Source: an optimization exercise on an open RTL-to-GDS flow (aim: a short achievable clock period and few clock cycles). Production flows keep margins and buffers that such runs may drop.
In this exercise RTL edits were held to simulation tests only and were not proved equivalent to the original.
Power and IR drop assume default switching activity.

## pipe_cpu
module pipe_cpu (
    input  logic        clk,
    input  logic        rst,
    output logic [31:0] imem_addr,
    input  logic [31:0] imem_rdata,
    output logic [31:0] dmem_addr,
    output logic [31:0] dmem_wdata,
    output logic        dmem_read,
    output logic        dmem_write,
    input  logic [31:0] dmem_rdata,
    output logic [4:0]  reg_wa,
    output logic [31:0] reg_wdata,
    output logic        regwrite
);
clock: 8.0 ns
lec_check: 0
abc_clock_period_in_ps: 2500
cap_margin: 20
core_margin: 2
core_utilization: 40
setup_slack_margin: 5
slew_margin: 20
run.sh (not shown) runs the stock make flow with config.mk's settings and CLKGATE_MAP_FILE= SYNTH_SCRIPT=/design/flow/synth_recipe.tcl, a recipe that flattens the netlist after the stock synthesis.
Testbench counts at the start, summed over its fixed seeds: cycles 48,127.
Next try:
--- a/flow/design.v
+++ b/flow/design.v
@@ -67,38 +67,36 @@
     input  logic [31:0] dmem_rdata,
     output logic [4:0]  reg_wa,
     output logic [31:0] reg_wdata,
     output logic        regwrite
 );
     logic rst_q;
     always_ff @(posedge clk)
         rst_q <= rst;
     logic [9:0]  pc;
     logic        fe_wen;
     logic        fe_memread;
-    logic        fe_ld;
     logic        fe_early;
     logic        fe_memwrite;
     logic        fe_cbr;
     logic        fe_sel_add;
     logic        fe_sel_sub;
     logic        fe_sel_and;
     logic        fe_sel_or;
     logic        fe_sel_slt;
     logic [31:0] fe_a;
     logic [31:0] fe_b;
     logic [31:0] fe_sd;
     logic [9:0]  fe_target;
     logic [4:0]  fe_wa;
     logic        fe_fs_ld;
-    logic        fe_fs_m;
     logic        em_wen;
     logic        em_memread;
     logic        em_memwrite;
     logic [31:0] em_result;
     logic [31:0] dm_addr;
     logic        dm_read;
     logic [31:0] em_sd;
     logic [4:0]  em_wa;
     logic        mw_wen;
     logic [4:0]  mw_wa;
     logic [31:0] mw_data;
@@ -153,34 +151,36 @@
     assign is_addi = op == 6'h08;
     assign is_lw   = op == 6'h23;
     assign is_sw   = op == 6'h2b;
     assign is_beq  = op == 6'h04;
     assign off_nz  = w[9:0] != 10'd0;
     assign is_ubr  = is_beq && rs == rt && off_nz;
     assign is_cbr  = is_beq && rs != rt && off_nz;
     logic       fe_add;
     logic       e_sum_zero;
     logic       is_zbr;
     logic       zbr_taken;
-    assign is_zbr    = is_beq && off_nz && fe_add &&
-                       ((rt == 5'd0 && fe_wa == rs) || (rs == 5'd0 && fe_wa == rt));
+    logic [4:0] zbr_reg;
+    assign zbr_reg   = (rt == 5'd0) ? rs : rt;
+    assign is_zbr    = is_cbr && (rs == 5'd0 || rt == 5'd0) && fe_add && fe_wa == zbr_reg;
     assign zbr_taken = is_zbr && e_sum_zero;
     assign alusrc  = is_addi || is_lw || is_sw;
     assign uses_rs = is_alu || is_addi || is_lw || is_sw || (is_cbr && !is_zbr);
     assign uses_rt = is_alu || (is_cbr && !is_zbr);
     assign dest = is_alu ? rd : rt;
     assign wen  = (is_alu || is_addi || is_lw) && dest != 5'd0;
     assign f_target = pc + 10'd1 + w[9:0];
     logic is_early;
     assign is_early = is_lw && rs == 5'd0 && !fe_memread && !fe_memwrite;
-    assign stall = fe_ld && !is_ubr && (fe_wa == rs || (fe_wa == rt && !op[5] && !op[3]));
+    assign stall = fe_memread && fe_wen &&
+                   ((uses_rs && fe_wa == rs) || (uses_rt && fe_wa == rt));
     logic [31:0] m_data;
     logic        a_hit_e;
     logic        a_hit_m;
     logic        a_hit_w;
     logic        b_hit_e;
     logic        b_hit_m;
     logic        b_hit_w;
     assign m_data = em_memread ? dmem_rdata : em_result;
     assign a_hit_e = fe_wen && fe_wa == rs;
     assign a_hit_m = em_wen && em_wa == rs;
     assign a_hit_w = mw_wen && mw_wa == rs;
@@ -260,75 +260,72 @@
     assign slt  = (opa[31] != opb[31]) ? opa[31] : diff[31];
     assign result = ({32{fe_sel_add}} & sum) |
                     ({32{fe_sel_sub}} & diff) |
                     ({32{fe_sel_and}} & (opa & opb)) |
                     ({32{fe_sel_or}}  & (opa | opb)) |
                     {31'd0, fe_sel_slt & slt};
     assign e_taken = fe_cbr && opa == opb;
     logic [31:0] e_val;
     assign e_val = ({32{!fe_early}} & result) | ({32{fe_early}} & dmem_rdata);
     assign e_sum_zero = !(opa[0] ^ opb[0]) &&
                         ((opa[31:1] ^ opb[31:1]) == (opa[30:0] | opb[30:0]));
-    assign sd = fe_fs_ld ? dmem_rdata : fe_fs_m ? em_result : fe_sd;
+    assign sd = fe_fs_ld ? dmem_rdata : fe_sd;
     always_ff @(posedge clk)
     begin
         if (rst_q)
             pc <= '0;
         else if (e_taken)
             pc <= fe_target;
         else if (stall)
             pc <= pc;
         else if (is_ubr || zbr_taken)
             pc <= f_target;
         else
             pc <= pc + 10'd1;
     end
     logic f_go;
     assign f_go = !stall && !e_taken;
     always_ff @(posedge clk)
     begin
         if (rst_q || !f_go)
         begin
             fe_wen      <= 1'b0;
             fe_memread  <= 1'b0;
-            fe_ld       <= 1'b0;
             fe_early    <= 1'b0;
             fe_memwrite <= 1'b0;
             fe_cbr      <= 1'b0;
             fe_add      <= 1'b0;
         end
         else
         begin
             fe_wen      <= wen;
             fe_memread  <= is_lw && !is_early;
-            fe_ld       <= is_lw && !is_early && wen;
             fe_early    <= is_early;
             fe_memwrite <= is_sw;
             fe_cbr      <= is_cbr && !is_zbr;
             fe_add      <= wen && (is_add || is_addi);
         end
     end
     always_ff @(posedge clk)
     begin
         fe_sel_add <= alusrc || is_add;
         fe_sel_sub <= is_sub;
         fe_sel_and <= is_and;
         fe_sel_or  <= is_or;
         fe_sel_slt <= is_slt;
         fe_a       <= a_early  | ({32{a_sel_e}}  & e_val);
         fe_b       <= b_early  | ({32{b_sel_e}}  & e_val);
-        fe_sd      <= sd_early;
+        fe_sd      <= sd_early | ({32{sd_sel_e}} & e_val);
         fe_target  <= f_target;
         fe_wa      <= dest;
         fe_fs_ld   <= fe_wen && fe_memread && fe_wa == rt;
-        fe_fs_m    <= fe_wen && !fe_memread && fe_wa == rt;
     end
     always_ff @(posedge clk)
     begin
         if (rst || rst_q)
         begin
             em_wen      <= 1'b0;
             em_memread  <= 1'b0;
             em_memwrite <= 1'b0;
         end
         else
         begin
Outcome:
- The new run produced a clean layout
- count of clock-buffer cells in the layout drops by 8
- sequential cell count drops by 2
- core utilization climbs by 0.82 points
- power is about the same
- cell count climbs by 5.6%
- setup slack is better by 110 ps
- worst hold slack is worse by 8.0 ps
- first-iteration DRC count climbs by about 5%
- final area climbs by about 2.2%
Testbench counts after the change, summed over its fixed seeds: cycles 48,116.

==> port drivers added, routing unchanged <==
Ports are ideal in the flow. The routed layouts listed here were re-timed in OpenROAD.
Step 1: set_driving_cell puts a clkbuf_16 on clk and a buf_2 on each other input, an assumption about the parent block.
Step 2 moves the port delays by t, midway between the first and last clock arrival at a register: inputs arrive t later, outputs are due t later. That takes back most of the time a late clock gives input paths.
a / b / c = ideal / step 1 / step 2; a / b = the first two.
run | t, ns | setup slack, ns | pins driven straight from the clock port
the first run | 0.903 | 4.505 / 4.131 / 3.228 | 1
the second run | 0.903 | 4.619 / 4.233 / 3.331 | 1
After both steps every run listed still meets setup and hold. The setup slack of the second run, which loses most, moves by -0.386 ns with the drivers and by -1.288 ns with both steps.
